This design comes from an exercise in tuning for small area on the open sky130 flow, not from production work.
In this exercise RTL edits were held to simulation tests only and were not proved equivalent to the original.
Power and IR drop assume default switching activity.

==> flow/design.v <==
package ram_pkg;
    localparam int unsigned RAM_READ_FIRST  = 32'd0;
    localparam int unsigned RAM_WRITE_FIRST = 32'd1;
endpackage
module ram_init_sweep
#(
    parameter int unsigned ADDR_WIDTH = 32'd7
) (
    input  logic                  i_clk,
    input  logic                  i_rst,
    output logic [ADDR_WIDTH-1:0] o_init_addr,
    output logic                  o_init_busy
);
    logic [ADDR_WIDTH-1:0] r_cnt;
    logic                  r_busy;
    always_ff @(posedge i_clk or posedge i_rst) begin
        if (i_rst) begin
            r_cnt  <= '0;
            r_busy <= 1'b1;
        end else if (r_busy) begin
            r_cnt <= r_cnt + 1'b1;
            if (&r_cnt) begin
                r_busy <= 1'b0;
            end
        end
    end
    assign o_init_addr = r_cnt;
    assign o_init_busy = r_busy;
endmodule
module ram_dp_be
#(
    parameter  int unsigned DATA_WIDTH = 32'd32,
    parameter  int unsigned ADDR_WIDTH = 32'd7,
    parameter  int unsigned BYTE_WIDTH = 32'd8,
    parameter  int unsigned READ_MODE  = ram_pkg::RAM_READ_FIRST,
    localparam int unsigned NUM_BYTES  = DATA_WIDTH / BYTE_WIDTH
) (
    input  logic                  clk,
    input  logic                  rst,
    input  logic                  we,
    input  logic [ADDR_WIDTH-1:0] waddr,
    input  logic [NUM_BYTES-1:0]  wbe,
    input  logic [DATA_WIDTH-1:0] d,
    input  logic                  re,
    input  logic [ADDR_WIDTH-1:0] raddr,
    output logic [DATA_WIDTH-1:0] q,
    output logic                  q_valid,
    output logic                  init_busy
);
    localparam int unsigned DEPTH = 32'd1 << ADDR_WIDTH;
    logic [DEPTH-1:0][DATA_WIDTH-1:0] r_mem;
    logic                             r_phase;
    logic [DATA_WIDTH-1:0]            r_q;
    logic                             r_q_valid;
    logic [ADDR_WIDTH-1:0]            w_init_addr;
    logic                             w_busy;
    ram_init_sweep #(
        .ADDR_WIDTH (ADDR_WIDTH)
    ) u_init_sweep (
        .i_clk       (clk),
        .i_rst       (rst),
        .o_init_addr (w_init_addr),
        .o_init_busy (w_busy)
    );
    always_ff @(posedge clk or posedge rst) begin
        if (rst) begin
            r_phase <= 1'b0;
        end else begin
            r_phase <= ~r_phase;
        end
    end
    logic [ADDR_WIDTH-1:0]            w_addr;
    logic [NUM_BYTES-1:0]             w_lane_en;
    logic [DATA_WIDTH-1:0]            w_dn;
    logic [DEPTH-1:0]                 w_row_n;
    logic [DEPTH-1:0][NUM_BYTES-1:0]  w_wr;
    logic [DEPTH-1:0][DATA_WIDTH-1:0] w_mem_d;
    assign w_addr    = w_busy ? w_init_addr : waddr;
    assign w_lane_en = w_busy ? '1 : (we ? wbe : '0);
    always_comb begin
        for (int b = 0; b < NUM_BYTES; b++) begin
            for (int i = 0; i < BYTE_WIDTH; i++) begin
                w_dn[b*BYTE_WIDTH + i] =
                    !w_lane_en[b] || ((d[b*BYTE_WIDTH + i] && !w_busy) != r_phase);
            end
        end
        for (int r = 0; r < DEPTH; r++) begin
            for (int b = 0; b < NUM_BYTES; b++) begin
                w_wr[r][b] = !w_row_n[r] && w_lane_en[b];
            end
        end
    end
    ram_dec #(
        .ADDR_WIDTH (ADDR_WIDTH),
        .USE_EN     (1'b0),
        .ACT_LOW    (1'b1)
    ) u_wdec (
        .i_en   (1'b0),
        .i_addr (w_addr),
        .o_sel  (w_row_n)
    );
    for (genvar r = 0; r < DEPTH; r++) begin : g_wr_row
        for (genvar c = 0; c < DATA_WIDTH; c++) begin : g_wr_col
            ram_bit_next u_next (
                .i_s     (r_mem[r][c]),
                .i_wr    (w_wr[r][c / BYTE_WIDTH]),
                .i_row_n (w_row_n[r]),
                .i_dn    (w_dn[c]),
                .o_s     (w_mem_d[r][c])
            );
        end
    end
    always_ff @(posedge clk) begin
        r_mem <= w_mem_d;
    end
    localparam int unsigned NUM_TERM = DEPTH + 32'd1;
    localparam int unsigned NUM_GRP  = (NUM_TERM + 32'd2) / 32'd3;
    logic                                 w_ren;
    logic [DEPTH-1:0]                     w_rsel;
    logic [NUM_GRP*3-1:0]                 w_tsel;
    logic [NUM_GRP*3-1:0][DATA_WIDTH-1:0] w_tdat;
    logic [NUM_GRP-1:0][DATA_WIDTH-1:0]   w_grp_n;
    logic [DATA_WIDTH-1:0]                w_rd_enc;
    assign w_ren = re & ~w_busy;
    ram_dec #(
        .ADDR_WIDTH (ADDR_WIDTH),
        .USE_EN     (1'b1)
    ) u_rdec (
        .i_en   (w_ren),
        .i_addr (raddr),
        .o_sel  (w_rsel)
    );
    always_comb begin
        w_tsel = '0;
        w_tdat = '0;
        for (int r = 0; r < DEPTH; r++) begin
            w_tsel[r] = w_rsel[r];
            w_tdat[r] = r_mem[r];
        end
        w_tsel[DEPTH] = ~w_ren;
        w_tdat[DEPTH] = r_q ^ {DATA_WIDTH{r_phase}};
    end
    for (genvar c = 0; c < DATA_WIDTH; c++) begin : g_col
        for (genvar g = 0; g < NUM_GRP; g++) begin : g_aoi
            ram_rd_aoi3 u_aoi (
                .i_a ({w_tdat[g*3 + 2][c], w_tdat[g*3 + 1][c], w_tdat[g*3][c]}),
                .i_s (w_tsel[g*3 +: 3]),
                .o_y (w_grp_n[g][c])
            );
        end
    end
    always_comb begin
        w_rd_enc = '1;
        for (int g = 0; g < NUM_GRP; g++) begin
            w_rd_enc = w_rd_enc & w_grp_n[g];
        end
        w_rd_enc = ~w_rd_enc;
    end
    always_ff @(posedge clk or posedge rst) begin
        if (rst) begin
            r_q       <= '0;
            r_q_valid <= 1'b0;
        end else begin
            r_q_valid <= w_ren;
            r_q       <= w_rd_enc ^ {DATA_WIDTH{r_phase}};
        end
    end
    assign q         = r_q;
    assign q_valid   = r_q_valid;
    assign init_busy = w_busy;
endmodule
module ram_bit_next (
    input  logic i_s,
    input  logic i_wr,
    input  logic i_row_n,
    input  logic i_dn,
    output logic o_s
);
    assign o_s = ~((i_s | i_wr) & (i_row_n | i_dn));
endmodule
module ram_rd_aoi3 (
    input  logic [2:0] i_a,
    input  logic [2:0] i_s,
    output logic       o_y
);
    assign o_y = ~|(i_a & i_s);
endmodule
module ram_dec
#(
    parameter int unsigned ADDR_WIDTH = 32'd7,
    parameter bit          USE_EN     = 1'b0,
    parameter bit          ACT_LOW    = 1'b0
) (
    input  logic                          i_en,
    input  logic [ADDR_WIDTH-1:0]         i_addr,
    output logic [(1 << ADDR_WIDTH)-1:0]  o_sel
);
    always_comb begin
        for (int r = 0; r < (1 << ADDR_WIDTH); r++) begin
            o_sel[r] = ACT_LOW ^ ((i_en || !USE_EN) && (i_addr == ADDR_WIDTH'(r)));
        end
    end
endmodule
==> flow/flow/run.sh <==
#!/bin/bash
set -euo pipefail
bash standard.sh \
  MATCH_CELL_FOOTPRINT=0 \
  BUFFER_PORTS_ARGS="-buffer_cell sky130_fd_sc_hd__buf_1" \
  CTS_ARGS="-sink_clustering_enable -repair_clock_nets -buf_list sky130_fd_sc_hd__clkbuf_8 -sink_clustering_size 18 -sink_clustering_max_diameter 60 -dont_use_dummy_load" \
  finish > flow_make.log 2>&1
==> flow/standard.sh <==
#!/bin/bash
# synth_recipe.tcl (not shown) runs the flow's synth.tcl, then flattens the netlist and writes it again
# the make line also repeats each setting of config.mk as NAME=value (left out here)
make -C /OpenROAD-flow-scripts/flow DESIGN_CONFIG=/design/flow/config.mk WORK_HOME=/design/flow/orfs CLKGATE_MAP_FILE= SYNTH_SCRIPT=/design/flow/synth_recipe.tcl "${@:-finish}"
==> flow/config.mk <==
export PLATFORM = sky130hd
export DESIGN_NAME = ram_dp_be
export DESIGN_NICKNAME = ram_dp_be
export VERILOG_FILES = /design/flow/design.v
export SDC_FILE = /design/flow/constraint.sdc
export NUM_CORES = 4
export LEC_CHECK = 0
export CAP_MARGIN = 10
export CORE_MARGIN = 2
export CORE_UTILIZATION = 55
export PLACE_DENSITY = 0.85
export SLEW_MARGIN = 10
export SYNTH_HIERARCHICAL = 1
==> flow/constraint.sdc <==
create_clock -name core_clock -period 10.0 [get_ports {clk}]
set_input_delay 2.0000 -clock core_clock [delete_from_list [all_inputs] [get_ports {clk}]]
set_output_delay 2.0000 -clock core_clock [all_outputs]
set_load 0.01 [all_outputs]
==> results.ini, run 1 <==
[outcome]
status = failed layout checks
violations = max-capacitance violations, max-slew violations

[synth]
syn_avg_cell_area_um2 = 11.69
syn-instance-count = 11250
syn_area_um2 = 131500
syn_nets = 11300
synth_warnings = 10

[power_and_ir_drop]
p_leak_uw = 0.04878
powerDensity_nw_per_um2 = 194.4
ir_drop_mv = 0.1390

[sta]
fin_ws_ns = 3.656
report.final.slew_viol_count = 2
fin_crit_ns = 6.344
rsz0062_at_grt = false
fmax_mhz = 157.6
layout_worst_path_cycle_share = 0.6344
setup-tns-final_ns = 0
fin_skew_ns = 0.1065
finalSetupViolCount = 0
tightest_slew_ns = 1.521
maxSlewHeadroom = -0.02348
final_hold_viol_count = 0

[finish]
fin_area_um2 = 142200
syn_to_final_growth_pct = 8.192
n_fill_cell = 18480
layout_common_cells = o22ai_1 (4,096), dfxtp_1 (4,096), a222oi_1 (1,376), nor2_1 (513), buf_4 (358)
drive_gt1_frac = 0.07200
fin_util = 0.5981
nets = 11910
instances_no_fill = 15030

[routing]
first_pass_iters = 22
viasPerCell = 8.188
vias = 123100
wl_um = 495500
drc = 0
drtAntennaViolNets = 0
wl_per_cell_um = 32.96
drtIter0Drc = 29100

[global_route]
grt_max_degree = 96
grt_remaining_overflow = 0
grt_util_met3 = 0.1490
track_usage = 0.3841
busiest_layer = met2
antenna_found_initial = 33
grt.met2_usage = 0.5357
grt_first_pass_wirelength_um = 725600
grt_pass1_vias = 114800
met1_usage = 0.4801

[place]
hpwlAfterDp_um = 317700
pre_cts_ws_ns = 3.209
placed_cell_area_um2 = 138200
numPortBuffers = 87
dpl.cell_count = 14730
gp_congestion = 1.027

[cts]
post_cts_buffers = 0
cts_tree = built
clockRootBuffer = clkbuf_8
post_cts_resized = 0
htreeDepth = 5
cts_max_path_buffers = 4
clk_pin_slew_worst_paths_ns = 0.11
cts_sinks = 4138
hold_buffers = 0
cts_buffers = 286
clk_latency_ns = 1.16

[floorplanning]
initial_core_util = 0.5528
rows = 179
io_pins = 88
coreArea_um2 = 237900
die_area_um2 = 243000
die_h_um = 492.9
die_w_um = 492.9

[job]
maxCapViolations = 2

[worst_setup_path]
critical_path_arrival_ns = 7.34
critPathLaunchType = flip-flop
cp-end-kind = flip-flop
critPathMaxFanout = 55
cp.required_ns = 10.99
crit_type = flip-flop to flip-flop

[min_path]
min_path_type = flip-flop to flip-flop

==> sequential cells by signal (all words and copies together) (netlist names) <==
register             flops
r_mem                 4096
r_phase                  1
r_q                     32
r_q_valid                1
u_init_sweep.r_busy      1
u_init_sweep.r_cnt       7
==> layer usage <==
metal,wire length [um],vias up
li1,-,50210
met1,167600,58970
met2,199700,11440
met3,82050,2427
met4,45880,32
met5,305,-
==> cell type report <==
type                    count  area, um^2  area share
clock buffers             286        3936     0.02767
diodes                     17       42.54   0.0002991
multi-input cells        6970       48160      0.3386
repair buffers            450        3074     0.02161
flip-flops and latches   4138       83050      0.5839
inverters                   4       15.01   0.0001056
well taps                3167        3963     0.02786
==> power breakdown <==
part / total [uW] / internal, uW / leakage, uW / switching [uW]
combinational: 1630 / 643 / 0.00925 / 988
sequential: 18400 / 17600 / 0.0375 / 758
clock: 7620 / 2590 / 0.00206 / 5030
==> stage by stage <==
| stage | power [uW] | hold WS, ns |
|---|---|---|
| after detailed placement | 20270 | 0.4365 |
| after CTS | 27450 | 0.4481 |
| final | 27660 | 0.4489 |
| after floorplan | 19520 | 0.4213 |
| after global routing | 28320 | 0.4579 |
| after global placement | 20090 | 0.4283 |
==> critical path, cell delays in order, from the launching register on <==
cell and delay, ns:
dfstp_2 0.53, buf_4 0.49, nand2b_1 0.19, buf_4 0.39, inv_1 0.28, nand4b_1 0.45, buf_4 0.44, nor2_2 0.05
buf_4 0.27, a222oi_1 0.66, nand4_1 0.50, nor4_1 1.29, buf_4 0.26, nand3_1 0.10, xnor2_1 0.19
==> final timing paths <==
check / start / endpoint / slack, ns / cells past startpoint
worst max-delay path: u_init_sweep.r_busy / r_q[11] / 3.66 / 14
worst min-delay path: r_mem[2304] / r_mem[2304] / 0.45 / 1
worst max register to register: u_init_sweep.r_busy / r_q[11] / 3.66 / 14
worst min register to register: r_mem[2304] / r_mem[2304] / 0.45 / 1
max in group asynchronous: rst / r_q[20] / 8.51 / 3
min in group asynchronous: rst / u_init_sweep.r_cnt[4] / 0.83 / 2
==> run 2, diff against run 1 <==
--- a/flow/config.mk
+++ b/flow/config.mk
@@ -8,6 +8,6 @@
 export CAP_MARGIN = 10
 export CORE_MARGIN = 2
 export CORE_UTILIZATION = 55
-export PLACE_DENSITY = 0.85
+export PLACE_DENSITY = 0.7
 export SLEW_MARGIN = 10
 export SYNTH_HIERARCHICAL = 1
==> run 2 against run 1 <==
Effect of this change:
- now clean on timing, DRC and antenna
- final cell count shrank 0.19%
- synthesized area is the same
- clock power grew 1%
- die area is the same
- synthesized cell count is the same
- first-iteration DRC count shrank 21%
- critical path depth shrank 2
- sequential cell count is the same
- largest cell class unchanged
- hold slack lost 0.0058 ns
- clock skew grew 0.018 ns
- final area is essentially flat
==> results.ini, run 2 <==
[outcome]
status = complete, no violations  ; was failed layout checks

[floorplanning]
die_w_um = 492.9  ; unchanged
die_area_um2 = 243000  ; unchanged
io_pins = 88  ; unchanged
rows = 179  ; unchanged
coreArea_um2 = 237900  ; unchanged
die_h_um = 492.9  ; unchanged
initial_core_util = 0.5528  ; unchanged

[worst_setup_path]
critical_path_arrival_ns = 7.36  ; was 7.34 ns
reg2reg_slack_ns = 3.58  ; was 3.66 ns
worst_path_max_delay_cell = nor3_1  ; was nor4_1
reg2reg_depth = 12  ; was 14
cpLargestDelayFamily = simple AND/OR/NAND/NOR gates  ; unchanged
r2r_start = u_init_sweep.r_busy  ; unchanged
critPathLaunchType = flip-flop  ; unchanged
crit_chain = nand2b_1 > buf_4 > inv_1 > nand4b_1 > buf_4 > nor2_2 > buf_4 > a222oi_1 > nand4_1 > nor3_1 > nand3_1 > xnor2_1  ; was buf_4 > nand2b_1 > buf_4 > inv_1 > nand4b_1 > buf_4 > nor2_2 > buf_4 > a222oi_1 > nand4_1 > nor4_1 > buf_4 > nand3_1 > xnor2_1
r2r_end = r_q[15]  ; was r_q[11]
cpPeakStageDelay_ns = 1.29  ; about the same
critPathMaxFanout = 55  ; unchanged
cp-end-kind = flip-flop  ; unchanged
crit_type = flip-flop to flip-flop  ; unchanged
path_buf_inv = 4  ; was 6
cp_common_cell = buf_4  ; unchanged
cp.required_ns = 10.94  ; was 10.99 ns

[synth]
syn_avg_cell_area_um2 = 11.69  ; unchanged
syn-instance-count = 11250  ; unchanged
synth_warnings = 10  ; unchanged
syn_area_um2 = 131500  ; unchanged
syn_nets = 11300  ; unchanged

[finish]
fin_area_um2 = 142200  ; about the same
top_register = r_mem  ; unchanged
drive_gt1_frac = 0.07238  ; was 0.07200
syn_to_final_growth_pct = 8.168  ; was 8.192%
reg.largest.list = r_mem (4096), r_q (32), u_init_sweep.r_cnt (7)  ; unchanged
layout_common_cells = o22ai_1 (4,096), dfxtp_1 (4,096), a222oi_1 (1,376), nor2_1 (513), buf_4 (332)  ; was o22ai_1 (4,096), dfxtp_1 (4,096), a222oi_1 (1,376), nor2_1 (513), buf_4 (358)
nets = 11880  ; was 11,910
largest_reg_flops = 4096  ; unchanged

[place]
numPortBuffers = 87  ; unchanged
hpwlAfterDp_um = 330000  ; was 317,700 um
gp_congestion = 1.011  ; was 1.027
pre_cts_ws_ns = 3.145  ; was 3.209 ns
placed_cell_area_um2 = 138200  ; about the same

[sta]
fin_skew_ns = 0.1244  ; was 0.1065 ns
tightest_slew_ns = 1.427  ; was 1.521 ns
fmax_mhz = 155.7  ; was 157.6 MHz
layout_worst_path_cycle_share = 0.6422  ; was 0.6344
report.final.slew_viol_count = 0  ; was 2
final_hold_viol_count = 0  ; unchanged
setup-tns-final_ns = 0  ; unchanged
maxSlewHeadroom = 0.04114  ; was -0.02348
rsz0062_at_grt = false  ; unchanged
fin_ws_ns = 3.578  ; was 3.656 ns
fin_crit_ns = 6.422  ; was 6.344 ns
finalSetupViolCount = 0  ; unchanged

[routing]
wl_um = 517900  ; was 495,500 um
vias = 120500  ; was 123,100
drc = 0  ; unchanged
first_pass_iters = 17  ; was 22
viasPerCell = 8.030  ; was 8.188
drtIter0Drc = 22930  ; was 29,100
wl_per_cell_um = 34.52  ; was 32.96 um
drtAntennaViolNets = 0  ; unchanged

[cts]
htreeDepth = 5  ; unchanged
hold_buffers = 0  ; unchanged
cts_buffers = 288  ; was 286
post_cts_buffers = 0  ; unchanged
post_cts_resized = 0  ; unchanged
clk_pin_slew_worst_paths_ns = 0.11  ; about the same
clockRootBuffer = clkbuf_8  ; unchanged
cts_sinks = 4138  ; unchanged
cts_tree = built  ; unchanged
cts_max_path_buffers = 4  ; unchanged
clk_latency_ns = 1.15  ; was 1.16 ns

[power_and_ir_drop]
comb_power_share = 0.058  ; was 0.059
p_clk_frac = 0.278  ; was 0.276
p_sw_uw = 6822  ; was 6776 uW
ir_drop_mv = 0.1917  ; was 0.1390 mV
p_leak_uw = 0.04874  ; was 0.04878 uW
switching_share = 0.2461  ; was 0.2450
powerDensity_nw_per_um2 = 194.9  ; was 194.4 nW/um^2
sequentialPowerShare = 0.664  ; was 0.665
intPower_uw = 20900  ; was 20,880 uW

[min_path]
hold_depth = 1  ; unchanged
min_to = r_mem[4018]  ; was r_mem[2304]
min_path_type = flip-flop to flip-flop  ; unchanged
holdCritStartpoint = r_mem[4018]  ; was r_mem[2304]

[global_route]
grt_remaining_overflow = 0  ; unchanged
antenna_found_initial = 29  ; was 33
grt_pass1_vias = 112600  ; was 114,800
grt_max_degree = 129  ; was 96
grt_first_pass_wirelength_um = 747900  ; was 725,600 um
track_usage = 0.4036  ; was 0.3841

[job]
maxCapViolations = 0  ; was 2

-- run 2: area by class of cell --
cell class,count,area [um^2]
fill,19400,95630
sequential,4138,83050
timing repair buffer,426,2914
clock buffer,288,3964
tap,3167,3963
antenna,10,25.02
inverter,4,15.01
multi-input combinational,6970,48280
-- run 2: metal layers --
layer | global-route usage | wire [um]
met1 | 0.5185 | 186700
met2 | 0.5735 | 212100
met3 | 0.1215 | 71980
met4 | 0.2986 | 46780
met5 | 0 | 260
-- run 2: power groups by stage --
stage / clock (uW) / sequential, uW / combinational [uW]
global placement: 0 / 18700 / 1460
detailed placement: 0 / 18700 / 1540
CTS: 7710 / 18400 / 1540
finish: 7700 / 18400 / 1610
global route: 8270 / 18500 / 1680
floorplan: 0 / 18500 / 1030
-- run 2: worst reg2reg max path, stage by stage, from the launching register on --
cell and delay [ns]:
dfstp_2 1.26, nand2b_1 0.23, buf_4 0.39, inv_1 0.29, nand4b_1 0.16, buf_4 0.45
nor2_2 0.10, buf_4 0.32, a222oi_1 0.54, nand4_1 0.74, nor3_1 1.29, nand3_1 0.27
xnor2_1 0.21
-- run 2: how the worst max path moves through the flow --
| stage | slack (ns) | end | cells after the start | from |
|---|---|---|---|---|
| 6_report | 3.58 | r_q[15] | 12 | u_init_sweep.r_busy |
| 5_1_grt | 3.63 | r_q[8] | 11 | u_init_sweep.r_busy |
| 4_1_cts | 3.82 | r_q[30] | 12 | u_init_sweep.r_busy |
| 3_5_place_dp | 3.14 | r_q[30] | 13 | re |
| 3_3_place_gp | 2.82 | r_q[30] | 13 | re |
| 2_1_floorplan | 3.63 | r_q[10] | 11 | re |
-- run 2: stage by stage --
| stage | util | hold slack, ns | std cells | power [uW] |
|---|---|---|---|---|
| after floorplan | - | 0.4213 | 11250 | 19520 |
| after global placement | 0.5808 | 0.4283 | 14700 | 20150 |
| after detailed placement | 0.5810 | 0.4363 | 14700 | 20280 |
| after CTS | 0.5976 | 0.4462 | 14990 | 27610 |
| after global routing | 0.5979 | 0.4596 | 15000 | 28450 |
| final | 0.5979 | 0.4432 | 15000 | 27720 |
==> run 3, diff against run 2 <==
==> flow/flow/run.sh (replaced) <==
#!/bin/bash
set -euo pipefail
bash standard.sh \
  MATCH_CELL_FOOTPRINT=0 \
  BUFFER_PORTS_ARGS="-buffer_cell sky130_fd_sc_hd__buf_1" \
  CTS_ARGS="-sink_clustering_enable -repair_clock_nets -buf_list sky130_fd_sc_hd__clkbuf_8 -sink_clustering_size 18 -sink_clustering_max_diameter 60 -dont_use_dummy_load -tree_buf sky130_fd_sc_hd__clkbuf_4" \
  finish > flow_make.log 2>&1
==> run 3 against run 2 <==
Effect of this change:
- now fails the layout checks on max-capacitance violations, max-slew violations
- setup slack lost 0.27 ns
- critical path depth unchanged
- synthesized area unchanged
- critical endpoint is now r_q[30]
- largest power group unchanged
==> results.ini, run 3 <==
[worst_setup_path]
reg2reg_slack_ns = 3.31  ; was 3.58 ns
path_buf_inv = 4  ; unchanged
cp_common_cell = buf_4  ; unchanged
cpPeakStageDelay_ns = 1.26  ; was 1.29 ns
reg2reg_depth = 12  ; unchanged
cp.required_ns = 10.95  ; was 10.94 ns
worst_path_max_delay_cell = dfstp_2  ; was nor3_1
crit_chain = nand2b_1 > buf_4 > inv_1 > nand4bb_1 > buf_4 > nor2_2 > buf_4 > a222oi_1 > nand4_1 > nor4_2 > nand3_1 > xnor2_1  ; was nand2b_1 > buf_4 > inv_1 > nand4b_1 > buf_4 > nor2_2 > buf_4 > a222oi_1 > nand4_1 > nor3_1 > nand3_1 > xnor2_1
crit_type = flip-flop to flip-flop  ; unchanged
critical_path_arrival_ns = 7.64  ; was 7.36 ns
r2r_end = r_q[30]  ; was r_q[15]
r2r_start = u_init_sweep.r_busy  ; unchanged
cpLargestDelayFamily = simple AND/OR/NAND/NOR gates  ; unchanged
cp-end-kind = flip-flop  ; unchanged
critPathMaxFanout = 55  ; unchanged
critPathLaunchType = flip-flop  ; unchanged

[floorplanning]
initial_core_util = 0.5528  ; unchanged
die_area_um2 = 243000  ; unchanged
coreArea_um2 = 237900  ; unchanged
rows = 179  ; unchanged
die_h_um = 492.9  ; unchanged
io_pins = 88  ; unchanged
die_w_um = 492.9  ; unchanged

[cts]
htreeDepth = 5  ; unchanged
cts_tree = built  ; unchanged
cts_max_path_buffers = 4  ; unchanged
clk_latency_ns = 1.14  ; was 1.15 ns
cts_sinks = 4138  ; unchanged
clk_pin_slew_worst_paths_ns = 0.12  ; was 0.11 ns
post_cts_resized = 0  ; unchanged
post_cts_buffers = 0  ; unchanged
clockRootBuffer = clkbuf_8  ; unchanged
hold_buffers = 0  ; unchanged
cts_buffers = 288  ; unchanged

[place]
gp_congestion = 1.011  ; unchanged
dpl.cell_count = 14700  ; unchanged
hpwlAfterDp_um = 330000  ; unchanged
numPortBuffers = 87  ; unchanged

[power_and_ir_drop]
total_power_uw = 27620  ; was 27,720 uW
p_leak_uw = 0.04869  ; was 0.04874 uW
p_sw_uw = 6796  ; was 6822 uW
ir_drop_mv = 0.1911  ; was 0.1917 mV
p_clk_frac = 0.275  ; was 0.278
powerDensity_nw_per_um2 = 194.4  ; was 194.9 nW/um^2
intPower_uw = 20830  ; was 20,900 uW
comb_power_share = 0.058  ; about the same
sequentialPowerShare = 0.666  ; was 0.664
switching_share = 0.2460  ; was 0.2461

[sta]
fmax_mhz = 149.5  ; was 155.7 MHz
report.final.slew_viol_count = 3  ; was 0
maxSlewHeadroom = -0.05314  ; was 0.04114
fin_crit_ns = 6.690  ; was 6.422 ns
setup-tns-final_ns = 0  ; unchanged
layout_worst_path_cycle_share = 0.6690  ; was 0.6422
tightest_slew_ns = 1.568  ; was 1.427 ns
final_hold_viol_count = 0  ; unchanged
hold_ws_ns = 0.4439  ; was 0.4432 ns
finalSetupViolCount = 0  ; unchanged
fin_skew_ns = 0.1072  ; was 0.1244 ns
rsz0062_at_grt = false  ; unchanged

[finish]
instances_no_fill = 15010  ; was 15,000
layout_common_cells = o22ai_1 (4,096), dfxtp_1 (4,096), a222oi_1 (1,376), nor2_1 (513), buf_4 (332)  ; unchanged
largest_reg_flops = 4096  ; unchanged
nets = 11880  ; about the same
reg.largest.list = r_mem (4096), r_q (32), u_init_sweep.r_cnt (7)  ; unchanged
top_register = r_mem  ; unchanged
syn_to_final_growth_pct = 8.096  ; was 8.168%
n_fill_cell = 19420  ; was 19,400
drive_gt1_frac = 0.07230  ; was 0.07238

[synth]
syn-instance-count = 11250  ; unchanged
syn_nets = 11300  ; unchanged
syn_area_um2 = 131500  ; unchanged
syn_avg_cell_area_um2 = 11.69  ; unchanged
synth_warnings = 10  ; unchanged

[outcome]
violations = max-capacitance violations, max-slew violations
status = failed layout checks  ; was complete, no violations

[min_path]
min_path_type = flip-flop to flip-flop  ; unchanged
min_to = r_mem[4018]  ; unchanged
hold_depth = 1  ; unchanged
holdCritStartpoint = r_mem[4018]  ; unchanged

[global_route]
grt_max_degree = 129  ; unchanged
grt_remaining_overflow = 0  ; unchanged
track_usage = 0.4023  ; was 0.4036
antenna_found_initial = 28  ; was 29
grt_first_pass_wirelength_um = 745800  ; was 747,900 um
grt_pass1_vias = 112600  ; about the same

[job]
maxCapViolations = 2  ; was 0

[routing]
wl_um = 516200  ; was 517,900 um
drc = 0  ; unchanged
viasPerCell = 8.026  ; was 8.030
vias = 120500  ; unchanged
first_pass_iters = 15  ; was 17
drtIter0Drc = 22690  ; was 22,930
wl_per_cell_um = 34.39  ; was 34.52 um
drtAntennaViolNets = 0  ; unchanged

[run 3: cell count changes in the layout (fill, tap and decap cells not counted), sizes merged]
cell	delta
diode	+8
buf	-1
[run 3: through the flow]
step | worst slack [ns] | util | area (um^2)
finish | 3.310 | 0.5975 | 142100
global route | 3.438 | 0.5975 | 142100
CTS | 3.819 | 0.5972 | 142000
detailed placement | 3.145 | 0.5810 | 138200
global placement | 2.821 | 0.5808 | 138100
floorplan | 3.627 | - | 131500
[run 3: worst register-to-register path, delay by kind of cell, from the launching register on]
family / cells / cell delay [ns]
AND/OR/NAND/NOR: 6 / 3.06
buffers and inverters: 4 / 1.40
flip-flops: 1 / 1.26
AO/OA/AOI/OAI: 1 / 0.61
XOR/XNOR: 1 / 0.19
[run 3: cell type report]
cell class                      instances  area [um^2]  share of cell area
Tap cell                             3167         3963             0.02788
Multi-Input combinational cell       6970        48280              0.3397
Sequential cell                      4138        83050              0.5844
Antenna cell                           18        45.04           0.0003169
Clock buffer                          288         3864             0.02719
Timing Repair Buffer                  425         2899             0.02040
Inverter                                4        15.01           0.0001056
[run 3: worst max-delay path by stage]
stage / from / endpoint / slack (ns) / cells after the start
floorplan: re / r_q[10] / 3.63 / 11
global placement: re / r_q[30] / 2.82 / 13
detailed placement: re / r_q[30] / 3.14 / 13
CTS: u_init_sweep.r_busy / r_q[30] / 3.82 / 12
global route: u_init_sweep.r_busy / r_q[30] / 3.44 / 12
finish: u_init_sweep.r_busy / r_q[30] / 3.31 / 12
[run 3: routing by layer]
layer,up-vias,wire [um],global-route usage
li1,50130,-,-
met1,59140,187000,0.5171
met2,9345,211600,0.5694
met3,1823,70730,0.1201
met4,30,46470,0.3033
met5,-,290,0
[run 3: power groups by stage]
stage	registers, uW	logic [uW]	clock network (uW)
after global routing	18500	1670	8190
after floorplan	18500	1030	0
after CTS	18400	1540	7630
after global placement	18700	1460	0
final	18400	1600	7610
after detailed placement	18700	1540	0

[static timing again, ports no longer ideal]
How much do the figures lean on ideal ports? The routed layouts below were timed once more, with nothing changed but the port constraints. Step 1, drivers: a clkbuf_16 drives clk and a buf_2 each remaining input, both assumed. Step 2 moves the port delays by t, midway between the first and last clock arrival at a register: inputs arrive t later, outputs are due t later. That takes back most of the time a late clock gives input paths. a / b / c = ideal / step 1 / step 2; a / b = the first two.
run | shift t [ns] | slack for setup (ns) | hold WS [ns] | worst setup path at the end | worst register clock-pin slew, ns
run 1 | 1.212 | 3.656 / 3.656 / 2.739 | 0.449 / 0.449 / 0.449 | input to register | 0.12 / 0.12
run 2 | 1.179 | 3.578 / 3.578 / 2.733 | 0.443 / 0.443 / 0.443 | input to register | 0.12 / 0.12
run 3 | 1.170 | 3.310 / 3.310 / 2.638 | 0.444 / 0.444 / 0.444 | input to register | 0.12 / 0.12
The setup slack of run 1, which loses most, moves by 0.000 ns with the drivers and by -0.917 ns with both steps.
